Background: an optimization exercise with open tools, aiming at small area and a short achievable clock period. Do not read the settings as production practice. The RTL was checked by simulation tests, not by an equivalence proof against the original design. Power is estimated from default activity; no workload was simulated.

try-raven:
// spi_slave_ram_burst
module spi_slave_ram_burst #(
    parameter int WIDTH     = 8,
    parameter int MEM_DEPTH = 256,
    parameter int AUTO_INC  = 1
) (
    input  logic clk,
    input  logic rst,
    input  logic SS_n,
    input  logic MOSI,
    output logic MISO,
    output logic busy,
    output logic frame_err
);
    logic             r_recv;
    logic             r_exec;
    logic             r_rdout;
    logic             r_done;
    logic             r_busy;
    logic [3:0]       r_cnt;
    logic [9:0]       r_shift;
    logic [7:0]       r_wr_addr;
    logic [7:0]       r_rd_addr;
    logic [7:0]       r_waddr;
    logic [7:0]       r_wdata_n;
    logic [7:0]       r_rbuf;
    logic             r_miso;
    logic             r_frame_err;
    logic [1:0]       w_cmd;
    logic [7:0]       w_payload;
    logic             w_hit;
    logic [7:0]       w_dout;
    logic             w_last;
    logic             w_wload;
    assign w_cmd     = r_shift[9:8];
    assign w_payload = r_shift[7:0];
    assign w_last    = (r_cnt == 4'd9);
    assign w_wload   = r_exec && (w_cmd == spi_ram_pkg::CMD_WR_DATA);
    spi_sp_ram #(
        .WIDTH (WIDTH)
    ) u_ram (
        .clk   (clk),
        .wload (w_wload),
        .waddr (r_waddr),
        .wdata_n (r_wdata_n),
        .raddr (r_rd_addr),
        .hit   (w_hit),
        .dout  (w_dout)
    );
    always_ff @(posedge clk) begin
        r_shift <= {r_shift[8:0], MOSI};
    end
    always_ff @(posedge clk) begin
        if (!r_busy || (r_recv && w_last))
            r_cnt <= '0;
        else if (r_recv || r_rdout)
            r_cnt <= r_cnt + 1'b1;
    end
    always_ff @(posedge clk) begin
        if (w_wload) begin
            r_waddr <= r_wr_addr;
            r_wdata_n <= ~w_payload;
        end
    end
    always_ff @(posedge clk) begin
        if (r_rdout)
            r_rbuf <= {r_rbuf[6:0], 1'b0};
        else if (w_hit)
            r_rbuf <= w_dout;
    end
    always_ff @(posedge clk or posedge rst) begin
        if (rst) begin
            r_recv      <= 1'b0;
            r_exec      <= 1'b0;
            r_rdout     <= 1'b0;
            r_done      <= 1'b0;
  ...
clock: 4.5 ns
lec_check: 0
cap_margin: 20
core_margin: 2
core_utilization: 84
cts_buf_list: sky130_fd_sc_hd__clkbuf_16
cts_cluster_diameter: 60
cts_cluster_size: 24
setup_slack_margin: 2.5
slew_margin: 20
tns_end_percent: 100
run.sh (not shown) runs the stock make flow with config.mk's settings and CLKGATE_MAP_FILE= SYNTH_SCRIPT=/design/flow/synth_recipe.tcl, a recipe that flattens the netlist after the stock synthesis.
try-raven: DPL-0033 in detailed placement (3_5_place_dp) -> run aborted
Changes in try-amber relative to try-raven:
- a change of CORE_UTILIZATION from 84 to 82
==> flow/flow/run.sh (new file) <==
#!/bin/bash
# Own flow: the standard layout with extra clock tree synthesis options.
set -euo pipefail
export CTS_ARGS="-sink_clustering_enable -repair_clock_nets -dont_use_dummy_load -sink_clustering_size 24 -sink_clustering_max_diameter 60 -buf_list sky130_fd_sc_hd__clkbuf_16"
bash standard.sh > "$PWD/log_standard.txt" 2>&1
==> flow/standard.sh (new file) <==
#!/bin/bash
# synth_recipe.tcl (not shown) runs the flow's synth.tcl, then flattens the netlist and writes it again
# the make line also repeats each setting of config.mk as NAME=value (left out here)
make -C /OpenROAD-flow-scripts/flow DESIGN_CONFIG=/design/flow/config.mk WORK_HOME=/design/flow/orfs CLKGATE_MAP_FILE= SYNTH_SCRIPT=/design/flow/synth_recipe.tcl "${@:-finish}"
removed: flow/run.sh
==> run notes <==
- On placement row count: try-amber sits above try-raven.
- Share of synthesized cell area in and, or, nand and nor gates: try-raven vs try-amber identical
- try-amber against try-raven; die span in y is up slightly.
- Starting density of the core, try-raven and try-amber: lower on try-amber
- Routability congestion estimate from global placement in try-amber vs try-raven: up about 3.5%
- try-amber was carried through to the last stage, and its layout satisfied the timing, design-rule and antenna checks.
## Diff of input files: try-delta against try-amber
==> flow/flow/run.sh <==
#!/bin/bash
# Own flow: the standard layout with extra clock tree synthesis options.
set -euo pipefail
export CTS_ARGS="-sink_clustering_enable -repair_clock_nets -dont_use_dummy_load -sink_clustering_size 24 -sink_clustering_max_diameter 60 -num_static_layers 1 -buf_list sky130_fd_sc_hd__clkbuf_16"
bash standard.sh > "$PWD/log_standard.txt" 2>&1
### Flow results
[compare] base=try-amber new=try-delta: time the worst path needs with I/O delays and setup -0.032 ns, upper clock frequency limit saw an increase, area growth from synthesis to layout flat, portion of total power attributed to the clock network saw little to no change.
Critical path depth delta for try-delta relative to try-amber: 3 lower
On sum of internal, switching and leakage power, try-amber and try-delta are basically level.
try-amber and try-delta ended up with roughly the same clock power.
Looking at try-amber and try-delta, the final area is a wash.
Compared with try-amber, try-delta shows a lower via count of the first global-routing pass.
Re final period utilization: try-amber was higher than try-delta.
try-amber and try-delta ended up with nearly the same met2 capacity usage during global routing.
[inputs] try-willow vs try-delta
- CTS_CLUSTER_SIZE changed from 24 to 20
- CORE_UTILIZATION changed from 82 to 80
- CTS_CLUSTER_DIAMETER changed from 60 to 40
==> flow/run.sh (new file) <==
#!/bin/bash
# synth_recipe.tcl (not shown) runs the flow's synth.tcl, then flattens the netlist and writes it again
# the make line also repeats each setting of config.mk as NAME=value (left out here)
make -C /OpenROAD-flow-scripts/flow DESIGN_CONFIG=/design/flow/config.mk WORK_HOME=/design/flow/orfs CLKGATE_MAP_FILE= SYNTH_SCRIPT=/design/flow/synth_recipe.tcl finish
removed: flow/flow/run.sh
removed: flow/standard.sh
Results
try-willow got as far as clock tree synthesis (4_1_cts), where a tool error ended the run. Relative to try-delta, the deepest level of the CTS H-tree of try-willow is higher by 1. Starting density of the core: try-willow vs try-delta down 1.8 points. Comparing try-delta against try-willow, there is no change at all in mapped cell area. Between try-delta and try-willow, estimated wirelength of the detail-placed design is lower for try-willow, try-delta comes in above that. Diff try-delta -> try-willow: setup slack after placement now smaller; vertical die dimension now larger; final weighted congestion of routability-driven global placement now smaller; total placed instance area comparable. Comparing post-CTS resize count for try-delta and try-willow, the smaller number came from try-delta. Changes observed in try-willow relative to try-delta: die extent in x now sits higher; number of CTS-inserted buffers +46%.

[separate check: timing with driven ports]
The results above use ideal ports. As a check the final layouts listed here were re-extracted and re-timed, cells and wires unchanged.
Step 1 assumes that a clkbuf_16 drives the clock port and a buf_2 every other input.
Step 2 moves the port delays by t, midway between the first and last clock arrival at a register: inputs arrive t later, outputs are due t later. That takes back most of the time a late clock gives input paths.
Slacks: no drivers / after step 1 / after step 2; pairs: no drivers / after step 1.
run	shift t [ns]	setup slack, ns	hold WS [ns]	clock arrival spread, ns	worst register clock-pin slew, ns
try-amber	0.720	2.383 / 2.358 / 2.383	0.312 / 0.312 / 0.312	0.046 / 0.046	0.10 / 0.10
try-delta	0.724	2.415 / 2.347 / 2.425	0.304 / 0.304 / 0.304	0.049 / 0.049	0.10 / 0.10
After both steps setup and hold are still met in every run listed.
